From an optimization exercise on the open Yosys and OpenROAD flow, aimed at small area; shortcuts taken in it are not production practice. The RTL was checked by simulation tests, not by an equivalence proof against the original design. Power is estimated from default activity; no workload was simulated.

<file path="run.sh">
#!/bin/bash
# synth_recipe.tcl (not shown) runs the flow's synth.tcl, then flattens the netlist and writes it again
# the make line also repeats each setting of config.mk as NAME=value (left out here)
make -C /OpenROAD-flow-scripts/flow DESIGN_CONFIG=/design/flow/config.mk WORK_HOME=/design/flow/orfs CLKGATE_MAP_FILE= SYNTH_SCRIPT=/design/flow/synth_recipe.tcl finish
</file>
<file path="config.mk">
export PLATFORM = sky130hd
export DESIGN_NAME = aes256_key_expand
export DESIGN_NICKNAME = aes256_key_expand
export VERILOG_FILES = /design/flow/design.v
export SDC_FILE = /design/flow/constraint.sdc
export NUM_CORES = 4
export LEC_CHECK = 0
export CAP_MARGIN = 20
export CORE_MARGIN = 2
export CORE_UTILIZATION = 25
export PLACE_DENSITY = 0.5
export SLEW_MARGIN = 20
</file>
<file path="design.v">
`default_nettype none
package aes_pkg;
  localparam logic [7:0] RCON_INIT = 8'h01;
  localparam logic [2047:0] SBOX_TBL = {
    128'h637c777bf26b6fc53001672bfed7ab76,
    128'hca82c97dfa5947f0add4a2af9ca472c0,
    128'hb7fd9326363ff7cc34a5e5f171d83115,
    128'h04c723c31896059a071280e2eb27b275,
    128'h09832c1a1b6e5aa0523bd6b329e32f84,
    128'h53d100ed20fcb15b6acbbe394a4c58cf,
    128'hd0efaafb434d338545f9027f503c9fa8,
    128'h51a3408f929d38f5bcb6da2110fff3d2,
    128'hcd0c13ec5f974417c4a77e3d645d1973,
    128'h60814fdc222a908846eeb814de5e0bdb,
    128'he0323a0a4906245cc2d3ac629195e479,
    128'he7c8376d8dd54ea96c56f4ea657aae08,
    128'hba78252e1ca6b4c6e8dd741f4bbd8b8a,
    128'h703eb5664803f60e613557b986c11d9e,
    128'he1f8981169d98e949b1e87e9ce5528df,
    128'h8ca1890dbfe6426841992d0fb054bb16
  };
  typedef enum logic [1:0] {
    IDLE  = 2'd0,
    GEN   = 2'd1,
    DRAIN = 2'd2
  } state_t;
  function automatic logic [7:0] sbox(input logic [7:0] b);
    logic [10:0] idx;
    idx = {~b, 3'b000};
    sbox = SBOX_TBL[idx +: 8];
  endfunction
  function automatic logic [7:0] xtime(input logic [7:0] b);
    xtime = {b[6:0], 1'b0} ^ (b[7] ? 8'h1b : 8'h00);
  endfunction
  function automatic int nr_from_nk(input int nk);
    nr_from_nk = nk + 6;
  endfunction
endpackage
`default_nettype wire
`default_nettype none
module aes_subword
(
  input  logic [31:0] i_word,
  output logic [31:0] o_word
);
  for (genvar b = 0; b < 4; b++) begin : g_byte
    assign o_word[8*b +: 8] = aes_pkg::sbox(i_word[8*b +: 8]);
  end
endmodule
`default_nettype wire
`default_nettype none
module aes_key_expand
#(
  parameter int NK = 4
) (
  input  logic            clk,
  input  logic            reset,
  input  logic            start,
  input  logic [32*NK-1:0] key_in,
  output logic            busy,
  output logic            rk_valid,
  input  logic            rk_ready,
  output logic [3:0]      rk_round,
  output logic [31:0]     k0_out,
  output logic [31:0]     k1_out,
  output logic [31:0]     k2_out,
  output logic [31:0]     k3_out,
  output logic            done
);
  localparam int NR = aes_pkg::nr_from_nk(NK);
  localparam int NW = 4 * (NR + 1);
  aes_pkg::state_t            r_state;
  logic [32*NK-1:0]  r_win;
  logic [95:0]       r_asm;
  logic [5:0]        r_idx;
  logic [2:0]        r_mod;
  logic [3:0]        r_grp;
  logic [7:0]        r_rcon;
  logic [31:0] w_old, w_prev, w_sub_in, w_sub_out, w_temp, w_new;
  logic        w_copy, w_use_rcon, w_fourth, w_stall, w_adv;
  assign w_old      = r_win[32*NK-1 -: 32];
  assign w_prev     = r_win[31:0];
  assign w_copy     = (r_idx < 6'(NK));
  assign w_use_rcon = !w_copy && (r_mod == 3'd0);
  assign w_sub_in   = (r_mod == 3'd0) ? {w_prev[23:0], w_prev[31:24]} : w_prev;
  aes_subword u_subword (
    .i_word (w_sub_in),
    .o_word (w_sub_out)
  );
  always_comb begin
    w_temp = w_prev;
    if (w_use_rcon)
      w_temp = w_sub_out ^ {r_rcon, 24'h0};
    else if (NK == 8 && r_mod == 3'd4)
      w_temp = w_sub_out;
  end
  assign w_new    = w_copy ? w_old : (w_old ^ w_temp);
  assign w_fourth = (r_idx[1:0] == 2'd3);
  assign w_stall  = w_fourth && rk_valid && !rk_ready;
  assign w_adv    = (r_state == aes_pkg::GEN) && !w_stall;
  always_ff @(posedge clk) begin
    if (reset) begin
      r_state  <= aes_pkg::IDLE;
      r_win    <= '0;
      r_asm    <= '0;
      r_idx    <= '0;
      r_mod    <= '0;
      r_grp    <= '0;
      r_rcon   <= aes_pkg::RCON_INIT;
      busy     <= 1'b0;
      rk_valid <= 1'b0;
      rk_round <= '0;
      k0_out   <= '0;
      k1_out   <= '0;
      k2_out   <= '0;
      k3_out   <= '0;
      done     <= 1'b0;
    end else begin
      done <= 1'b0;
      if (rk_valid && rk_ready)
        rk_valid <= 1'b0;
      case (r_state)
        aes_pkg::IDLE: begin
          if (start) begin
            r_win   <= key_in;
            r_idx   <= '0;
            r_mod   <= '0;
            r_grp   <= '0;
            r_rcon  <= aes_pkg::RCON_INIT;
            busy    <= 1'b1;
            r_state <= aes_pkg::GEN;
          end
        end
        aes_pkg::GEN: begin
          if (w_adv) begin
            r_win <= {r_win[32*NK-33:0], w_new};
            r_idx <= r_idx + 6'd1;
            r_mod <= (r_mod == 3'(NK-1)) ? 3'd0 : r_mod + 3'd1;
            if (w_use_rcon)
              r_rcon <= aes_pkg::xtime(r_rcon);
            if (w_fourth) begin
              k0_out   <= r_asm[95:64];
              k1_out   <= r_asm[63:32];
              k2_out   <= r_asm[31:0];
              k3_out   <= w_new;
              rk_valid <= 1'b1;
              rk_round <= r_grp;
              r_grp    <= r_grp + 4'd1;
            end else begin
              r_asm <= {r_asm[63:0], w_new};
            end
            if (r_idx == 6'(NW-1))
              r_state <= aes_pkg::DRAIN;
          end
        end
        aes_pkg::DRAIN: begin
          if (rk_valid && rk_ready) begin
            busy    <= 1'b0;
            done    <= 1'b1;
            r_state <= aes_pkg::IDLE;
          end
        end
        default: r_state <= aes_pkg::IDLE;
      endcase
    end
  end
endmodule
`default_nettype wire
`default_nettype none
module aes256_key_expand (
  input  logic         clk,
  input  logic         reset,
  input  logic         start,
  input  logic [255:0] key_in,
  output logic         busy,
  output logic         rk_valid,
  input  logic         rk_ready,
  output logic [3:0]   rk_round,
  output logic [31:0]  k0_out,
  output logic [31:0]  k1_out,
  output logic [31:0]  k2_out,
  output logic [31:0]  k3_out,
  output logic         done
);
  aes_key_expand #(.NK(8)) u_core (
    .clk      (clk),
    .reset    (reset),
    .start    (start),
    .key_in   (key_in),
    .busy     (busy),
    .rk_valid (rk_valid),
    .rk_ready (rk_ready),
    .rk_round (rk_round),
    .k0_out   (k0_out),
    .k1_out   (k1_out),
    .k2_out   (k2_out),
    .k3_out   (k3_out),
    .done     (done)
  );
endmodule
`default_nettype wire
</file>
<file path="constraint.sdc">
create_clock -name core_clock -period 10.0 [get_ports {clk}]
set_input_delay 2.0000 -clock core_clock [delete_from_list [all_inputs] [get_ports {clk}]]
set_output_delay 2.0000 -clock core_clock [all_outputs]
set_load 0.01 [all_outputs]
</file>
==> results.py <==
metrics = {
    "outcome": {
        "status": "finished clean",
    },
    "critical_path": {
        "cp.buffers_inverters": 3,
        "crit_top_cell": "nor2_1",
        "cp_max_fo": 30,
        "critPathKind": "reg2reg",
        "crit_path_end_kind": "flop",
        "required_ns": 10.57,
        "crit_path_max_incr_delay_ns": 0.77,
        "crit_family": "compound AO/OA/AOI/OAI gates",
        "worstPathCellList": "inv_1 -> ha_2 -> nand2b_4 -> buf_4 -> mux2_2 -> inv_2 -> ha_1 -> mux2i_1 -> a2111oi_0 -> o311ai_1 -> a2111oi_1 -> a211oi_2 -> xor2_1 -> nor2_1 -> a2bb2oi_1 -> nor2_1",
        "cp-start-kind": "flop",
        "crit_slowest_cell": "a2111oi_1",
        "cp.arrival_ns": 6.94,
    },
    "synthesis": {
        "ys_types": 98,
        "yosysSeqAreaShare_pct": 29.2,
        "async_flop_share_pct": 0,
        "ys_ff_latch": 510,
        "synth_cells": 4988,
        "synth-edff-count": 0,
        "ys_warn_count": 2,
        "synth_area_um2": 35000,
        "syn_nets": 5285,
        "synth.avg_cell_area_um2": 7.01,
        "synth_flop_cell": "dfxtp_1",
    },
    "drt": {
        "wl_per_cell_um": 29.3,
        "ant_nets": 0,
        "via_per_inst": 5.93,
        "drt_first_pass_iters": 8,
        "num_vias": 41100,
        "wl_um": 203000,
        "drc": 0,
        "drtIter0Drc": 5890,
    },
    "floorplan": {
        "start_util_pct": 25.1,
        "io_pins": 395,
        "dieArea_um2": 143000,
        "core_area_um2": 139000,
        "fp-row-count": 137,
        "die_w_um": 378,
        "die_h_um": 378,
    },
    "sta": {
        "fmax_mhz": 157,
        "setup_viol": 0,
        "slew_violations": 0,
        "skew_ns": 0.0315,
        "finalCritPeriodShare_pct": 63.7,
        "rsz0062_at_grt": "no",
        "slew_headroom_pct": 18.4,
        "finalHoldViolCount": 0,
        "min_period_ns": 6.37,
        "setup_tns_ns": 0,
        "worstMarginPinSlew_ns": 1.22,
        "fin_hold_ws_ns": 0.449,
    },
    "job": {
        "maxCapViolCount": 0,
    },
    "clock_network": {
        "post_cts_buffers": 0,
        "cts.sinks": 510,
        "cts_tree": "done",
        "root_buffer": "clkbuf_16",
        "hold_buffers": 0,
        "cts_buffers": 51,
        "path_clk_slew_ns": 0.07,
        "worstSkewPairLatency_ns": 0.65,
        "clockBufferDepth": 3,
        "htreeDepth": 2,
        "cts-resized-gates": 0,
    },
    "grt": {
        "grt_max_degree": 237,
        "grt_use_total_pct": 26.9,
        "grt_overflow_total": 0,
        "grt_pass1_vias": 37700,
        "antenna_found_initial": 15,
        "grt_pass1_wl_um": 286000,
    },
    "placed_design": {
        "hpwl_um": 145000,
        "globalplace.congestion": 0.999,
        "port_buffers": 394,
    },
    "min_path": {
        "hold_class": "reg2reg",
    },
    "finish": {
        "diodes": 0,
        "nets": 5322,
        "fillers": 15500,
        "post-route-util_pct": 30.1,
        "syn_to_final_growth_pct": 19.6,
        "drive_above_1_share_pct": 6.81,
    },
    "power_and_ir_drop": {
        "ir_worst_vdd_v": 0.000121,
        "p_per_area_nw_per_um2": 165,
        "p_leak_nw": 14.1,
    },
}
synth_stat cells (all sizes together), types with 11 or more instances:
cell / number / share of area [%]
nand2: 1086 / 12
nor2: 525 / 5.7
dfxtp: 510 / 29
a21oi: 473 / 6.9
clkbuf: 338 / 3.6
o21ai: 300 / 4.3
a311oi: 261 / 6.6
buf: 199 / 3.2
nand3: 107 / 1.5
o211ai: 92 / 2.0
a211oi: 91 / 2.1
a31oi: 78 / 1.4
nor3: 72 / 1.1
mux2i: 61 / 1.9
a221oi: 46 / 1.2
o221ai: 42 / 1.1
inv: 38 / 0.41
o311ai: 38 / 0.95
ha: 37 / 1.3
nand2b: 37 / 0.66
o2111ai: 33 / 0.83
xor2: 32 / 0.80
mux2: 31 / 1.1
a211o: 27 / 0.68
nand4: 27 / 0.48
o31ai: 27 / 0.59
xnor2: 27 / 0.68
o22ai: 24 / 0.43
a2111oi: 20 / 0.52
or3: 19 / 0.34
a21o: 18 / 0.39
nor2b: 18 / 0.32
a32oi: 17 / 0.43
and2: 16 / 0.29
a22oi: 15 / 0.32
nor4: 15 / 0.27
a221o: 13 / 0.37
nor3b: 12 / 0.26
o32ai: 12 / 0.30
and3: 11 / 0.20
cells by family after synthesis:
logic type               after synthesis  synth area share [%]
multiplexers                          95                  3.18
adder cells (fa/ha/maj)               37                  1.32
AO/OA/AOI/OAI                       1710                  33.4
AND/OR/NAND/NOR                     2001                  24.2
XOR/XNOR                              59                  1.48
buffers and inverters                576                  7.26
flip-flops                           510                  29.2
placed cells by master (no fill, tap or decap), types with 32 or more instances in the layout:
cell type,netlist,routed
a211oi_1,84,84
a21oi_1,462,460
a221oi_1,45,45
a311oi_1,260,260
a31oi_1,76,76
buf_4,24,122
clkbuf_16,0,51
clkdlybuf4s50_1,0,393
dfxtp_1,510,510
ha_1,37,36
inv_1,33,32
mux2i_1,48,44
nand2_1,1086,1084
nand2b_1,37,34
nand3_1,107,107
nor2_1,522,520
nor3_1,67,67
o2111ai_1,33,33
o211ai_1,92,92
o21ai_0,270,270
o221ai_1,42,42
o311ai_0,32,32
xor2_1,32,32
through the flow:
step,cell area [um^2],setup slack [ns],cells,total power [W]
after floorplan,35000,6.03,4988,0.00378
after global placement,40100,3.73,6847,0.00484
after detailed placement,40100,3.77,6848,0.00478
after CTS,41900,3.74,6941,0.00684
after global routing,41900,3.43,6941,0.00713
final,41900,3.63,6941,0.00690
area by class of cell:
cell class	instances	area [um^2]	share of cell area, %
Sequential cell	510	10200	24.4
Inverter	39	146	0.350
Clock buffer	70	1480	3.53
Multi-Input combinational cell	3902	22500	53.6
Clock inverter	23	264	0.631
Tap cell	1876	2350	5.61
Timing Repair Buffer	521	4960	11.8
flip-flops by register name (all words and copies together) (netlist names), 2 cells and up:
| register | flops |
|---|---|
| u_core.r_win | 256 |
| u_core.r_asm | 96 |
| u_core.k0_out | 32 |
| u_core.k1_out | 32 |
| u_core.k2_out | 32 |
| u_core.k3_out | 32 |
| u_core.r_rcon | 8 |
| u_core.r_idx | 6 |
| u_core.r_grp | 4 |
| u_core.rk_round | 4 |
| u_core.r_mod | 3 |
| u_core.r_state | 2 |
worst register-to-register path, delay by kind of cell (launching register included):
kind,cells,cell delay [ns]
mux,2,0.96
buf+inv,3,0.94
fa+ha+maj,2,0.97
xor+xnor,1,0.60
flops,1,0.39
compound gates,5,1.98
simple gates,3,0.47
power by group:
group / switching [W] / leakage (nW) / total, W / internal (W)
Clock: 0.000915 / 0.873 / 0.00206 / 0.00115
Sequential: 0.000127 / 4.18 / 0.00229 / 0.00216
Combinational: 0.00180 / 9.02 / 0.00255 / 0.000755
Total: 0.00284 / 14.1 / 0.00690 / 0.00406
layer usage:
| metal | up-vias | GRT usage [%] | wire length, um |
|---|---|---|---|
| met1 | 20000 | 37.4 | 88000 |
| met3 | 441 | 4.61 | 17300 |
| met2 | 2326 | 42.0 | 90200 |
| li1 | 18300 | - | - |
| met4 | 24 | 8.63 | 7600 |
| met5 | - | 0 | 180 |
path summary, 6_finish.rpt:
check                                       from          endpoint  slack, ns  depth (start not counted)
worst max-delay path             u_core.r_mod[0]  u_core.r_win[15]       3.63                         16
worst min-delay path            u_core.r_asm[65]  u_core.k0_out[1]       0.45                          2
worst max register to register   u_core.r_mod[0]  u_core.r_win[15]       3.63                         16
worst min register to register  u_core.r_asm[65]  u_core.k0_out[1]       0.45                          2

[separate check: timing with driven ports]
In the flow no input, the clock included, has a driving cell. The finished layout below was timed again as built, in two steps.
Step 1: set_driving_cell puts a clkbuf_16 on clk and a buf_2 on each other input, an assumption about the parent block.
Step 2 adds t to the input delays and takes it off the output delays; t is the mean of the earliest and latest rising clock arrival at the registers after step 1. Input paths then give back, and output paths get back, about the clock's delay inside the block.
Slacks: ideal ports / drivers / drivers and shift; pairs: ideal ports / drivers.
t (ns): 0.695
setup WS [ns]: 3.629 / 3.629 / 3.629
clock arrival spread, ns: 0.041 / 0.041
worst register clock-pin slew, ns: 0.09 / 0.09
After both steps setup and hold are still met in this run. For this run, drivers alone change the setup slack by 0.000 ns; drivers and shift together by 0.000 ns.
